Background: an optimization exercise with open tools, aiming at small area. Do not read the settings as production practice. Only simulation tests tie the RTL to the original design; equivalence was not proved. Power and IR drop assume default switching activity.

$ cat design/flow/config.mk
export PLATFORM = sky130hd
export DESIGN_NAME = regfile_sb
export DESIGN_NICKNAME = regfile_sb
export VERILOG_FILES = /design/flow/design.v
export SDC_FILE = /design/flow/constraint.sdc
export NUM_CORES = 4
export LEC_CHECK = 0
export CAP_MARGIN = 20
export CELL_PAD_IN_SITES_DETAIL_PLACEMENT = 1
export CELL_PAD_IN_SITES_GLOBAL_PLACEMENT = 2
export CORE_MARGIN = 2
export CORE_UTILIZATION = 30
export CTS_BUF_LIST = sky130_fd_sc_hd__clkbuf_8
export CTS_CLUSTER_DIAMETER = 60
export CTS_CLUSTER_SIZE = 30
export PLACE_DENSITY = 0.45
export SLEW_MARGIN = 20
export SYNTH_HIERARCHICAL = 1
$ cat design/flow/constraint.sdc
create_clock -name core_clock -period 9.0 [get_ports {Clk}]
set_input_delay 1.8000 -clock core_clock [delete_from_list [all_inputs] [get_ports {Clk}]]
set_output_delay 1.8000 -clock core_clock [all_outputs]
set_load 0.01 [all_outputs]
$ cat design/flow/run.sh
#!/bin/bash
# synth_recipe.tcl (not shown) runs the flow's synth.tcl, then flattens the netlist and writes it again
# the make line also repeats each setting of config.mk as NAME=value (left out here)
make -C /OpenROAD-flow-scripts/flow DESIGN_CONFIG=/design/flow/config.mk WORK_HOME=/design/flow/orfs CLKGATE_MAP_FILE= SYNTH_SCRIPT=/design/flow/synth_recipe.tcl finish
$ cat design/flow/design.v
module regfile_sb_ao22 (
    input  logic a1, a2, b1, b2,
    output logic y
);
    assign y = (a1 & a2) | (b1 & b2);
endmodule
module regfile_sb_aoi222 (
    input  logic a1, a2, b1, b2, c1, c2,
    output logic y
);
    assign y = ~((a1 & a2) | (b1 & b2) | (c1 & c2));
endmodule
module regfile_sb_aoi22 (
    input  logic a1, a2, b1, b2,
    output logic y
);
    assign y = ~((a1 & a2) | (b1 & b2));
endmodule
module regfile_sb #(
    parameter int unsigned  XLEN     = 32,
    parameter int unsigned  DEPTH    = 32,
    parameter bit           ZERO_REG = 1'b1,
    parameter bit           BYPASS   = 1'b1,
    localparam int unsigned AW       = $clog2(DEPTH)
) (
    input  logic            Clk,
    input  logic            Rst_n,
    input  logic [AW-1:0]   raddr1,
    input  logic [AW-1:0]   raddr2,
    output logic [XLEN-1:0] rdata1,
    output logic [XLEN-1:0] rdata2,
    output logic            rbusy1,
    output logic            rbusy2,
    output logic            stall,
    input  logic            issue_valid,
    input  logic [AW-1:0]   issue_addr,
    input  logic            RegWrite,
    input  logic [AW-1:0]   waddr,
    input  logic [XLEN-1:0] wdata,
    input  logic            flush,
    output logic [AW:0]     pending_cnt
);
    localparam int NGRP = (DEPTH + 2) / 3;   
    logic [XLEN-1:0]  regs_q [DEPTH];        
    logic [XLEN-1:0]  regs_d [1:DEPTH-1];
    logic [DEPTH-1:1] valid_q;
    logic [DEPTH-1:1] pending_q, pending_d;
    logic [AW:0]      cnt_q, cnt_d;
    logic [DEPTH-1:1] wsel, wsel_n, isel;
    logic [DEPTH-1:0] rsel1, rsel2;          
    logic             we, iss, byp1, byp2, inc, dec;
    assign we  = RegWrite && (waddr != '0);
    assign iss = issue_valid && (issue_addr != '0);
    assign byp1 = we && (waddr == raddr1);
    assign byp2 = we && (waddr == raddr2);
    always_comb begin
        rsel1[0] = byp1;
        rsel2[0] = byp2;
        for (int i = 1; i < DEPTH; i++) begin
            wsel[i]   = RegWrite && (waddr == AW'(i));
            wsel_n[i] = !wsel[i];
            isel[i]   = issue_valid && (issue_addr == AW'(i));
            rsel1[i]  = (raddr1 == AW'(i)) && valid_q[i] && !byp1;
            rsel2[i]  = (raddr2 == AW'(i)) && valid_q[i] && !byp2;
        end
    end
    assign regs_q[0] = wdata;
    for (genvar b = 0; b < int'(XLEN); b++) begin : g_bit
        logic [NGRP-1:0] grp1, grp2;
        for (genvar k = 0; k < NGRP; k++) begin : g_grp
            if (3 * k + 2 < int'(DEPTH)) begin : g_3
                regfile_sb_aoi222 u_r1 (
                    .a1(regs_q[3*k][b]),   .a2(rsel1[3*k]),
                    .b1(regs_q[3*k+1][b]), .b2(rsel1[3*k+1]),
                    .c1(regs_q[3*k+2][b]), .c2(rsel1[3*k+2]),
                    .y(grp1[k])
                );
                regfile_sb_aoi222 u_r2 (
                    .a1(regs_q[3*k][b]),   .a2(rsel2[3*k]),
                    .b1(regs_q[3*k+1][b]), .b2(rsel2[3*k+1]),
                    .c1(regs_q[3*k+2][b]), .c2(rsel2[3*k+2]),
                    .y(grp2[k])
                );
            end else begin : g_2
                regfile_sb_aoi22 u_r1 (
                    .a1(regs_q[3*k][b]),   .a2(rsel1[3*k]),
                    .b1(regs_q[3*k+1][b]), .b2(rsel1[3*k+1]),
                    .y(grp1[k])
                );
                regfile_sb_aoi22 u_r2 (
                    .a1(regs_q[3*k][b]),   .a2(rsel2[3*k]),
                    .b1(regs_q[3*k+1][b]), .b2(rsel2[3*k+1]),
                    .y(grp2[k])
                );
            end
        end
        assign rdata1[b] = ~&grp1;
        assign rdata2[b] = ~&grp2;
    end
    assign rbusy1      = pending_q[raddr1 == '0 ? 1 : raddr1] && (raddr1 != '0) && !byp1;
    assign rbusy2      = pending_q[raddr2 == '0 ? 1 : raddr2] && (raddr2 != '0) && !byp2;
    assign stall       = rbusy1 || rbusy2;
    assign pending_cnt = cnt_q;
    for (genvar g = 1; g < int'(DEPTH); g++) begin : g_reg
        for (genvar b = 0; b < int'(XLEN); b++) begin : g_bit
            regfile_sb_ao22 u_hold (
                .a1(regs_q[g][b]), .a2(wsel_n[g]),
                .b1(wdata[b]),     .b2(wsel[g]),
                .y(regs_d[g][b])
            );
        end
        always_ff @(posedge Clk) begin
            regs_q[g] <= regs_d[g];
        end
    end
    always_ff @(posedge Clk or negedge Rst_n) begin
        if (!Rst_n) begin
            valid_q <= '0;
        end else begin
            valid_q <= valid_q | wsel;
        end
    end
    always_comb begin
        for (int i = 1; i < DEPTH; i++) begin
            pending_d[i] = isel[i] || (!flush && !wsel[i] && pending_q[i]);
        end
    end
    always_comb begin
        inc = |(isel & ~pending_q);
        dec = !flush && |(wsel & pending_q & ~isel);
        if (flush) begin
            cnt_d = {{AW{1'b0}}, iss};
        end else begin
            cnt_d = cnt_q + {{AW{1'b0}}, inc} - {{AW{1'b0}}, dec};
        end
    end
    always_ff @(posedge Clk or negedge Rst_n) begin
        if (!Rst_n) begin
            pending_q <= '0;
            cnt_q     <= '0;
        end else begin
            pending_q <= pending_d;
            cnt_q     <= cnt_d;
        end
    end
endmodule
==> results of run 1 <==
cell usage after synthesis, drive strengths merged, types with 4 or more instances:
| cell type | n |
|---|---|
| o22ai | 14 |
| ha | 8 |
| nor4 | 9 |
| dfxtp | 992 |
| nand4b | 6 |
| a22oi | 70 |
| inv | 51 |
| buf | 10 |
| nand2 | 54 |
| nand2b | 24 |
| and2 | 4 |
| clkbuf | 28 |
| a32o | 22 |
| a211oi | 4 |
| a222oi | 640 |
| and4 | 7 |
| nor3 | 16 |
| o32ai | 4 |
| xnor2 | 13 |
| o21ai | 27 |
| nor2b | 11 |
| or2 | 25 |
| dfrtp | 68 |
| nand3 | 15 |
| o31ai | 7 |
| a21oi | 14 |
| nor2 | 112 |
| o211ai | 13 |
| and3 | 60 |
| mux4 | 6 |
| xor2 | 10 |
| nor3b | 6 |
| nand4 | 198 |
| mux2i | 4 |
| a22o | 992 |
stage by stage:
stage	setup WS, ns	power (mW)
finish	0.325	12.5
global route	0.295	13.0
CTS	0.578	12.6
detailed placement	0.593	8.32
global placement	0.569	8.19
floorplan	1.71	7.40
worst register-to-register path, stage by stage (launching register included):
cell	delay, ns
sky130_fd_sc_hd__dfrtp_1	0.53
sky130_fd_sc_hd__o211ai_1	0.18
sky130_fd_sc_hd__nand4_1	0.13
sky130_fd_sc_hd__nor4_1	0.35
sky130_fd_sc_hd__a41oi_1	0.25
sky130_fd_sc_hd__ha_1	0.35
sky130_fd_sc_hd__inv_1	0.04
sky130_fd_sc_hd__ha_1	0.20
sky130_fd_sc_hd__fa_1	0.41
sky130_fd_sc_hd__a21oi_1	0.15
sky130_fd_sc_hd__nor2_1	0.05
sky130_fd_sc_hd__nor2_1	0.11
sky130_fd_sc_hd__xor2_1	0.16
sky130_fd_sc_hd__nor2_1	0.06
power breakdown:
part	internal [mW]	total, mW	leakage [nW]	switching [mW]
clock	2.13	4.27	1.62	2.13
sequential	5.62	6.40	9.12	0.784
combinational	1.02	1.88	8.14	0.862
area by class of cell:
type	instances	share of cell area, %
antenna	2	0.00977
clock buffer	160	4.30
timing repair buffer	357	6.10
clock inverter	86	1.85
inverter	52	0.381
tap	1890	4.62
multi-input combinational	2431	40.6
sequential	1060	42.1
per-module statistics from Yosys, one instance, submodules excluded:
module	cells inside	cell area (um^2)	copies in the design
regfile_sb_aoi222	1	10.0	640
regfile_sb_aoi22	1	12.5	64
regfile_sb_ao22	1	8.76	992
regfile_sb	1885	26600	1
path summary, 6_finish.rpt:
| path | to | slack (ns) | depth (start not counted) |
|---|---|---|---|
| worst min-delay path | valid_q[2] | 0.49 | 1 |
| max in group asynchronous | valid_q[23] | 7.17 | 2 |
| min in group asynchronous | pending_q[24] | 1.14 | 2 |
| worst min register to register | valid_q[2] | 0.49 | 1 |
| worst max-delay path | rdata1[21] | 0.32 | 12 |
| worst max register to register | cnt_q[4] | 5.91 | 13 |
cells by family after synthesis:
family | after synthesis
XOR/XNOR | 23
flip-flops | 1060
AO/OA/AOI/OAI | 1828
adder cells (fa/ha/maj) | 9
AND/OR/NAND/NOR | 561
multiplexers | 10
buffers and inverters | 90
registers in the layout, indices dropped and copies added (netlist names):
name       flops
valid_q       31
regs_q       992
pending_q     31
cnt_q          6
routing by layer:
| layer | global-route usage (%) | vias up | part of all wire [%] |
|---|---|---|---|
| li1 | - | 17300 | - |
| met1 | 46.2 | 23200 | 41 |
| met2 | 53.7 | 3037 | 43 |
| met3 | 9.28 | 656 | 10 |
| met4 | 20.7 | 4 | 6.2 |
| met5 | 0.529 | - | 0.045 |
==> metrics list, run 1 <==
* Run status: complete, no violations
* # placed instances: 5,790
- Y dimension of the die: 380 um
- For this design the static power due to leakage is 18.9 nW.
* Finished Cell Area: 51,200 um^2
* Final Critical Period: 8.68 ns
- The initial antenna violation count came to 12.
- DRC: 0
- Number of iterations in the first detailed-routing pass: 12
- Setup clock skew after layout: 0.0188 ns
- Post-CTS timing repair inserted 0 buffers for setup.
- Type of the worst setup path: in -> out
- The Yosys step of the flow raised 10 warnings.
* Family with the most delay on the worst path: simple AND/OR/NAND/NOR gates
- After synthesis the netlist holds a flip-flop and latch count of 1,060.
- Across the VDD grid, the largest voltage drop is 0.120 mV.
* Vias: 44,200
- Root Driver: sky130_fd_sc_hd__clkbuf_8
* # rows: 138
- After synthesis, the share of flip-flops with an asynchronous set or reset is 6.42%.
- Summing the sequential cell areas from Yosys gives 50.8% of the chip area.
- TritonCTS built the clock tree.
* Quantity of gates resized following cts: 0
- STA puts the critical path data required time at 7.20 ns.
* Predominant post-synthesis flop cell: sky130_fd_sc_hd__dfxtp_1
- Nets: 4,103
- The library cells used most frequently in the layout, excluding fill and tap cells, are sky130_fd_sc_hd__a22o_1, sky130_fd_sc_hd__dfxtp_1, sky130_fd_sc_hd__a222oi_1.
- TritonCTS buffer count: 135
* Cell count after synthesis: 3,581
* Area overhead of the layout relative to synthesis: 20.6%
* Initial standard-cell utilization of the core: 30.1%
* Detailed-route wire length: 269,000 um
- Path type of the worst min-delay path: reg -> reg
- Worst path cell trace: clkdlybuf4s50_1, xnor2_1, nand3_1, nor4_4, nand2b_1, nor3b_2, and3_2, a222oi_1, nand4_1, nor2_1, nand4_1, clkdlybuf4s50_1
- Tracing the worst setup path back leads to its startpoint at raddr1[3].
- The count of nets left with antenna violations once routing finished came out at 0.
- Largest family of logic cells by synthesized area: compound AO/OA/AOI/OAI gates
* Multi-input gate area in the final layout: 20,800 um^2
- Entering global routing, the biggest net connects 69 pins.
* Sink count of the clock tree: 1,060
* Final worst path period share: 96.4%
- Dividing the detail-routed via count by the number of cells gives 7.32.
- Clock buffer depth: 3
- Post-synth EDFFs: 0
- # IOs: 130
- Setup repair after global routing left no endpoint under its margin.
- Post-Synthesis Net Count: 3,647
- Routed wirelength normalized by instance count: 44.6 um
- Netlist cell types: 71
- The final number of hold-violating endpoints was 0.
* Final setup viols: 0
- For this design, the slowest cell found on the critical path is sky130_fd_sc_hd__clkdlybuf4s50_1.
- Netlist area before placement: 42,500 um^2
* Startpoint of the most critical hold path: valid_q[2]
* Final standard cell count with taps included and fillers excluded: 6,038
- Of the total synthesized cell area, the portion taken by AND, OR, NAND and NOR gates is 7.53%.
* Final design utilization: 36.3%
* Chip width: 380 um
- WP data arrival: 6.88 ns
- Hold repair after CTS inserted 0 buffers.
* Post-synthesis compound-gate area fraction: 39.7%
- Rel. slew slack: 15.6%
- Total congestion overflow after global routing: 0
- The startpoint identified for the worst register-to-register timing path is pending_q[11].
- First-pass GRT wire length: 367,000 um
* Crit path buffers/inverters: 2
* Hold slack: 0.490 ns
- Setup crit start kind: input pin
* Area contributors post-synth: sky130_fd_sc_hd__dfxtp_1, sky130_fd_sc_hd__a22o_1, sky130_fd_sc_hd__a222oi_1
- The post-route netlist has 16.0% of its cells at a drive strength greater than 1.
* Clk slew on worst S/H paths: 0.08 ns
- Peak clock frequency supported by timing: 115 MHz
- After Yosys synthesis, XOR and XNOR cells account for 0.474% of the synthesized area.
* Nature of the critical path endpoint: primary output
- Power spread over the standard cell area amounts to 245 nW/um^2.
- Max-cap violations: 0
- For this run, the slowest stage of the critical path takes 0.81 ns.
- Clock latency at the later pin of the worst-skew pair: 0.88 ns
- Number of port buffers: 129
- The congestion estimate from routability-driven global placement came to 0.873.
- Summing the areas of all fa, ha and maj instances in the mapped netlist gives 0.283% of the synthesized area.
- Filler instances: 15,200
- CTS built an H-tree with a depth of 4.
* Final TNS setup: 0 ns
- Reg area: 21,600 um^2
* Overall track demand over capacity in global routing: 35.8%
- The first routing iteration left 7,867 violations.
- Of all nets on the critical path, the largest fanout is 24.
* Final Max Slew Viols: 0
* Share of cell area taken by muxes after synthesis: 0.430%
- Of the post-synthesis cell area, the dominant cell type holds 46.7%.
* Cell Area, Placed: 48,100 um^2
* Estimated wirelength of the detail-placed design: 162,000 um
- sky130_fd_sc_hd__dfxtp_1 takes more of the synthesized area than any other cell.
- The number of global-route vias before repair is 44,500.
- Placeable core region: 141,000 um^2
* Post-Syn Area per Cell: 11.9 um^2
- Worst-Margin Slew: 1.27 ns
* Die Area: 145,000 um^2
==> run 2, diff against run 1 <==
--- a/design/flow/config.mk
+++ b/design/flow/config.mk
@@ -10,9 +10,6 @@
 export CELL_PAD_IN_SITES_GLOBAL_PLACEMENT = 2
 export CORE_MARGIN = 2
 export CORE_UTILIZATION = 30
-export CTS_BUF_LIST = sky130_fd_sc_hd__clkbuf_8
-export CTS_CLUSTER_DIAMETER = 60
-export CTS_CLUSTER_SIZE = 30
 export PLACE_DENSITY = 0.45
 export SLEW_MARGIN = 20
 export SYNTH_HIERARCHICAL = 1
==> metrics list, run 2 <==
- Run status: complete, no violations
- Total congestion overflow after global routing: 0
* Type of the worst setup path: in -> out
* Cell count after synthesis: 3,581
* Largest regs: regs_q (992), pending_q (31), valid_q (31)
- Power per cell area: 264 nW/um^2
- In this run the count of I/O pins placed on the die edge is 130.
- Leakage: 19.5 nW
- The synthesized design contains 0 enable-type register cells.
- sky130_fd_sc_hd__dfxtp_1 takes more of the synthesized area than any other cell.
* First-pass GRT wire length: 367,000 um
* Max-cap violations: 0
* Via-to-Cell Ratio: 7.32
* Clock buffer depth: 3
* Path type of the worst min-delay path: reg -> reg
- Setup violations remaining at the end of the flow were counted as 0.
- Setup repair bufs after CTS: 0
- Required time at the worst-slack endpoint: 7.20 ns
- Antenna violations before repair: 14
- Placeable core region: 141,000 um^2
- GPL Wtd Cong: 0.873
* Setup crit start: raddr1[3]
* Finished Cell Area: 52,600 um^2
- Final worst path period share: 95.2%
- Routed wirelength normalized by instance count: 44.6 um
- Ranked by flip-flop count, first place goes to regs_q.
* Part of the total power dissipated in the clock network: 40.4%
- P_int: 10.0 mW
- Estimated wirelength of the detail-placed design: 162,000 um
* Reg area: 21,600 um^2
* Clock latency at the later pin of the worst-skew pair: 0.75 ns
* Final Critical Period: 8.57 ns
* Worst-Margin Slew: 1.21 ns
- Worst reg2reg path depth: 13
- The worst register-to-register path ends at cnt_q[4].
* Setup crit start kind: input pin
- In this run the worst setup path terminates at rdata1[31].
* Warnings, synthesis: 10
- Sequential cells were found to cover 50.8% of the synthesized design area.
* Via count of the first global-routing pass: 44,500
- TritonCTS buffer count: 135
* Final Max Slew Viols: 0
* Filler instances: 15,100
- Commonest cells after routing, fill and taps aside: sky130_fd_sc_hd__a22o_1, sky130_fd_sc_hd__dfxtp_1, sky130_fd_sc_hd__a222oi_1
- The cell sitting at the root of the clock tree is a sky130_fd_sc_hd__clkbuf_16.
* Fraction of registers with async set/reset: 6.42%
* Flip-flop count of the largest register after layout: 992
* Post-Syn Area per Cell: 11.9 um^2
- DRC marker count from the first detailed-route iteration: 7,904
- Predominant post-synthesis flop cell: sky130_fd_sc_hd__dfxtp_1
- Area overhead of the layout relative to synthesis: 23.9%
- NetSw: 3.87 mW
- In this run the critical register-to-register path is launched from pending_q[11].
- The worst setup path is captured at a primary output.
- Gate power share: 13.5%
- Largest voltage drop on the vdd net: 0.147 mV
- Area contributors post-synth: sky130_fd_sc_hd__dfxtp_1, sky130_fd_sc_hd__a22o_1, sky130_fd_sc_hd__a222oi_1
- Post-Synthesis Net Count: 3,647
- Wires add up to 269,000 um.
- Netlist cell types: 71
- Netlist area before placement: 42,500 um^2
- Along the worst path, the maximum fanout reaches 16.
- Of the total power, the share spent switching nets is 27.8%.
- The floorplan step defined a die boundary enclosing 145,000 um^2.
- For this configuration, the core starts out at a cell density of 30.1%.
- Quantity of gates resized following cts: 0
* TritonCTS clock tree: done
* CTS HTree Levels: 4
- In the routed design, unresolved DRC markers number 0.
- In this run the cell area measured after placement is 48,100 um^2.
- Global routing used 35.7% of the available tracks across all layers.
- Sink count of the clock tree: 1,060
* Post-detailed-route count of antenna-violating nets: 0
* Chip width: 380 um
- Nets: 4,103
- Leading cell types by count after synthesis: sky130_fd_sc_hd__a22o_1, sky130_fd_sc_hd__dfxtp_1, sky130_fd_sc_hd__a222oi_1
- Register bit count reported by yosys: 1,060
- Setup repair after global routing left no endpoint under its margin.
- After clock tree synthesis, the clock-pin slew on the worst setup and hold paths is 0.05 ns.
* Final TNS setup: 0 ns
- # rows: 138
* Number of port buffers: 129
* WP data arrival: 6.77 ns
- Hold Fails Final Rpt: 0
* Fraction of post-synthesis cell area in the top cell type by area: 46.7%
- Y dimension of the die: 380 um
- Multi-input gate area in the final layout: 20,800 um^2
* Number of iterations in the first detailed-routing pass: 12
- Setup clock skew after layout: 0.0103 ns
* Layout cells sized above 1: 15.4%
- Rel. slew slack: 19.1%
- R2R Setup Slk: 5.88 ns
- In this run, post-CTS hold repair placed 0 buffers.
- Entering global routing, the biggest net connects 69 pins.
- Timing would allow up to 117 MHz.
- For this block, the via count after detailed routing is 44,200.
* Proportion of power drawn by flip-flops and latches: 46.1%
==> run 2: cell counts after synthesis <==
Identical to the previous run, type by type.
==> run 2: final cells by class <==
| cell class | instances | share of cell area (%) |
|---|---|---|
| Clock buffer | 206 | 7.74 |
| Clock inverter | 33 | 0.920 |
| Timing Repair Buffer | 357 | 5.93 |
| Tap cell | 1890 | 4.49 |
| Sequential cell | 1060 | 41.0 |
| Antenna cell | 8 | 0.0380 |
| Inverter | 52 | 0.371 |
| Multi-Input combinational cell | 2431 | 39.5 |
==> run 2: cells by family (layout without fill, tap and decap cells) <==
kind of cell               Yosys count  count (layout)  synth area share (%)
AOI/OAI and AO/OA                 1828            1828                  39.7
xor gates and xnor gates            23              23                 0.474
adders and majority gates            9               9                 0.283
buffers and inverters               90             648                 0.851
DFF                               1060            1060                  50.8
muxes                               10              10                 0.430
other                                0               8                     0
and+or+nand+nor                    561             561                  7.53
==> run 2: worst max-delay path, stage by stage <==
cell and delay (ns):
sky130_fd_sc_hd__clkdlybuf4s50_1 0.80, sky130_fd_sc_hd__xnor2_1 0.18, sky130_fd_sc_hd__nand3_1 0.14, sky130_fd_sc_hd__nor4_4 0.57
sky130_fd_sc_hd__nand2b_1 0.28, sky130_fd_sc_hd__nor3_1 0.11, sky130_fd_sc_hd__and3_2 0.49, sky130_fd_sc_hd__buf_4 0.32
sky130_fd_sc_hd__a222oi_1 0.40, sky130_fd_sc_hd__nand4_1 0.42, sky130_fd_sc_hd__nor2_1 0.53, sky130_fd_sc_hd__nand4_1 0.18
sky130_fd_sc_hd__clkdlybuf4s50_1 0.51
==> run 2: modules after synthesis, one instance, submodules excluded <==
module / area, um^2 / cells / flip-flops and latches
regfile_sb_aoi222: 10.0 / 1 / 0
regfile_sb_ao22: 8.76 / 1 / 0
regfile_sb_aoi22: 12.5 / 1 / 0
regfile_sb: 26600 / 1885 / 1060
==> run 2: per-stage QoR <==
stage,setup WS (ns),std cells,util [%],power [mW],hold slack [ns]
finish,0.435,6037,37.3,13.9,0.477
global route,0.331,6030,37.3,14.4,0.493
CTS,0.578,6029,37.3,13.9,0.477
detailed placement,0.593,5790,34.1,8.32,0.464
global placement,0.569,5790,34.1,8.19,0.457
floorplan,1.71,3581,-,7.40,0.439
==> run 2: worst min-delay path by stage <==
stage / start / endpoint / slack (ns) / cells after the start
floorplan: valid_q[3] / valid_q[3] / 0.44 / 1
global placement: valid_q[18] / valid_q[18] / 0.46 / 1
detailed placement: valid_q[23] / valid_q[23] / 0.46 / 1
CTS: valid_q[23] / valid_q[23] / 0.48 / 1
global route: valid_q[18] / valid_q[18] / 0.49 / 1
finish: valid_q[2] / valid_q[2] / 0.48 / 1
==> run 2: power groups by stage <==
| stage | combinational, mW | sequential (mW) | clock, mW |
|---|---|---|---|
| after floorplan | 1.16 | 6.24 | 0 |
| after global placement | 1.80 | 6.39 | 0 |
| after detailed placement | 1.86 | 6.46 | 0 |
| after CTS | 1.87 | 6.38 | 5.70 |
| after global routing | 1.99 | 6.52 | 5.89 |
| final | 1.88 | 6.41 | 5.62 |
==> run 2: layer usage <==
layer  wire (um)  part of all wire (%)  GRT usage, %
met1      109000                    41          45.8
met2      116000                    43          53.6
met5          32                 0.012        0.0331
met3       27800                    10          10.0
met4       16200                   6.0          20.2

-- static timing again, ports no longer ideal --
How much do the figures lean on ideal ports? The routed layouts below were timed once more, with nothing changed but the port constraints. Step 1 (the two cells are an assumption about what drives the block):
set clk [get_ports {Clk}]
set_driving_cell -lib_cell sky130_fd_sc_hd__clkbuf_16 $clk
set_driving_cell -lib_cell sky130_fd_sc_hd__buf_2 [delete_from_list [all_inputs] $clk]
Step 2, shift: input delay + t, output delay - t, t = (earliest + latest rising clock arrival at the registers) / 2. This alone moves slack from input paths to output paths. Three values: ideal ports, drivers, drivers and shift; two values: the first two.
run | shift t [ns] | slack for setup (ns) | cell pins on the clock port's net
run 1 | 0.962 | 0.325 / 0.297 / 0.297 | 1
run 2 | 0.825 | 0.435 / 0.408 / 0.408 | 1
After both steps every run listed still meets setup and hold. For run 1, which loses most, drivers alone change the setup slack by -0.028 ns; drivers and shift together by -0.028 ns.
